This is an optimization exercise on Yosys and OpenROAD, whose aim is small area, not a production implementation.
Only simulation tests tie the RTL to the original design; equivalence was not proved.
The flow treats the clock pin as an ideal source. Dropping or thinning the clock tree relies on that and would not hold on a real chip.
Power is estimated from default activity; no workload was simulated.

job 101:
## calendar_time_add_minutes
module calendar_time_add_minutes #(
    parameter int MAX_ADD_MINUTES = 65535
) (
    input  wire logic                     clk,
    input  wire logic                     rst_n,
    input  wire logic                     cmd_valid,
    output wire logic                     cmd_ready,
    input  wire logic                     cmd_req_type,
    input  wire logic [cta_pkg::ADD_W-1:0]    cmd_add_minutes,
    input  wire logic [cta_pkg::DAY_W-1:0]    cmd_load_day,
    input  wire logic [cta_pkg::MONTH_W-1:0]  cmd_load_month,
    input  wire logic [cta_pkg::YEAR_W-1:0]   cmd_load_year,
    input  wire logic [cta_pkg::HOUR_W-1:0]   cmd_load_hour,
    input  wire logic [cta_pkg::MINUTE_W-1:0] cmd_load_minute,
    output wire logic                     rsp_valid,
    input  wire logic                     rsp_ready,
    output wire logic [cta_pkg::DAY_W-1:0]    rsp_out_day,
    output wire logic [cta_pkg::MONTH_W-1:0]  rsp_out_month,
    output wire logic [cta_pkg::YEAR_W-1:0]   rsp_out_year,
    output wire logic [cta_pkg::HOUR_W-1:0]   rsp_out_hour,
    output wire logic [cta_pkg::MINUTE_W-1:0] rsp_out_minute,
    output wire logic                     rsp_leap_flag,
    output wire logic [cta_pkg::DAY_W-1:0]    rsp_month_length
);
Size: about 370 cells after synthesis, ~53 flip-flops, about 100 I/O pins, roughly 2700 µm² of cells after synthesis.
==> flow/config.mk <==
export PLATFORM = sky130hd
export DESIGN_NAME = calendar_time_add_minutes
export DESIGN_NICKNAME = calendar_time_add_minutes
export VERILOG_FILES = /design/flow/design.v
export SDC_FILE = /design/flow/constraint.sdc
export NUM_CORES = 4
export LEC_CHECK = 0
export CAP_MARGIN = 20
export CORE_MARGIN = 2
export CORE_UTILIZATION = 40
export SLEW_MARGIN = 20
==> flow/constraint.sdc <==
create_clock -name core_clock -period 10.0 [get_ports {clk}]
set_input_delay 2.0000 -clock core_clock [delete_from_list [all_inputs] [get_ports {clk}]]
set_output_delay 2.0000 -clock core_clock [all_outputs]
set_load 0.01 [all_outputs]
standard.sh (not shown) runs the stock make flow with config.mk's settings and CLKGATE_MAP_FILE= SYNTH_SCRIPT=/design/flow/synth_recipe.tcl, a recipe that flattens the netlist after the stock synthesis.
==> flow/flow/run.sh <==
#!/bin/bash
# The standard layout (standard.sh), with these changes:
#  - synthesis maps the logic with an area-oriented ABC script (flow/abc.script,
#    run with eight seeds of its &deepsyn step, keeping the smallest result;
#    flow/synth.tcl is synth_recipe.tcl plus that one change), without the
#    platform's adder cells and the Kogge-Stone carry map;
#  - the port buffers are the smallest buffer cell;
#  - the clock port drives four clkbuf_8, each feeding a quarter of the
#    flip-flops (flow/pre_cts.tcl), in place of the clock tree synthesis;
#    the rest of the flow is unchanged.
set -euo pipefail
here=$(pwd)
export MY_ABC_SCRIPT=$here/flow/abc.script
export PRE_CTS_TCL=$here/flow/pre_cts.tcl
export BUFFER_PORTS_ARGS="-buffer_cell sky130_fd_sc_hd__buf_1"
sed -e "s#SYNTH_SCRIPT=[^ ]*#SYNTH_SCRIPT=$here/flow/synth.tcl ADDER_MAP_FILE= SYNTH_OPERATIONS_ARGS=-nofsm#" standard.sh > own.sh
bash own.sh > own.log 2>&1
Other scripts of this flow, unchanged in this note and not shown: flow/flow/abc.script, flow/flow/pre_cts.tcl, flow/flow/synth.tcl
[inputs] job 102 vs job 101
--- a/flow/design.v
+++ b/flow/design.v
@@ -216,17 +216,17 @@
                     day_q <= (day_q == mlen) ? 5'd1 : day_q + 5'd1;
                 if (inc_mo)
                     mon_q <= (mon_q == 4'd12) ? 4'd1 : mon_q + 4'd1;
             end
         end
     end
     always_ff @(posedge clk)
     begin
-        if (!work || fin)
+        if (!work)
             cnt_q <= '0;
         else
             cnt_q <= cnt_q + 9'd1;
         yres_q <= rot ? rn : 5'd0;
         if (!work)
             yc_q <= 1'b0;
         else if (rot)
             yc_q <= year_q[0] & yc_q;
--- outcome ---
Between job 102 and job 101, the via count does not differ in any meaningful way.
Comparing job 101 and job 102, the higher final standard cell count with taps included and fillers excluded is on job 101.
On post-route clock period utilization: between job 101 and job 102, it ends up higher for job 101.
Run comparison: job 102 start point of the critical path cmd_valid; job 101 start point of the critical path cnt_q[2]$_SDFF_PP0_
Job 101 → job 102: share of the core filled with cells neither gained nor lost much; sequential share of layout area stayed essentially flat; final estimated routing congestion in global placement decreased by 0.011 relative to the old numbers; number of nets in the finished design saw a decrease; power went down 3.1%.
Job 102 vs. job 101: initial standard-cell utilization of the core level, post-synthesis instance area moved down, first-pass GRT wire length moved down, internal power component moved down, wire length moved down.
No run of this note takes its clock network from TritonCTS; it comes from the design's own scripts or RTL.

==> static timing again, ports no longer ideal <==
In the flow no input, the clock included, has a driving cell. The finished layouts below were timed again as built, in two steps. Step 1 sets driving cells, clkbuf_16 on the clock port and buf_2 on the other inputs (assumed; they add their load-dependent delay and slew). Step 2, shift: input delay + t, output delay - t, t = (earliest + latest rising clock arrival at the registers) / 2. This alone moves slack from input paths to output paths. a / b / c = no drivers / after step 1 / after step 2; a / b = the first two.
| run | shift t [ns] | setup slack, ns | hold slack, ns | worst setup path at the end | worst data-port slew with drivers (ns) |
|---|---|---|---|---|---|
| job 101 | 0.199 | 3.796 / 3.796 / 3.796 | 0.481 / 0.481 / 0.481 | register to register | 0.04 |
| job 102 | 0.199 | 5.025 / 5.000 / 4.913 | 0.474 / 0.474 / 0.474 | input to register | 0.04 |
After both steps every run listed still meets setup and hold. For job 102, which loses most, drivers alone change the setup slack by -0.025 ns; drivers and shift together by -0.112 ns.
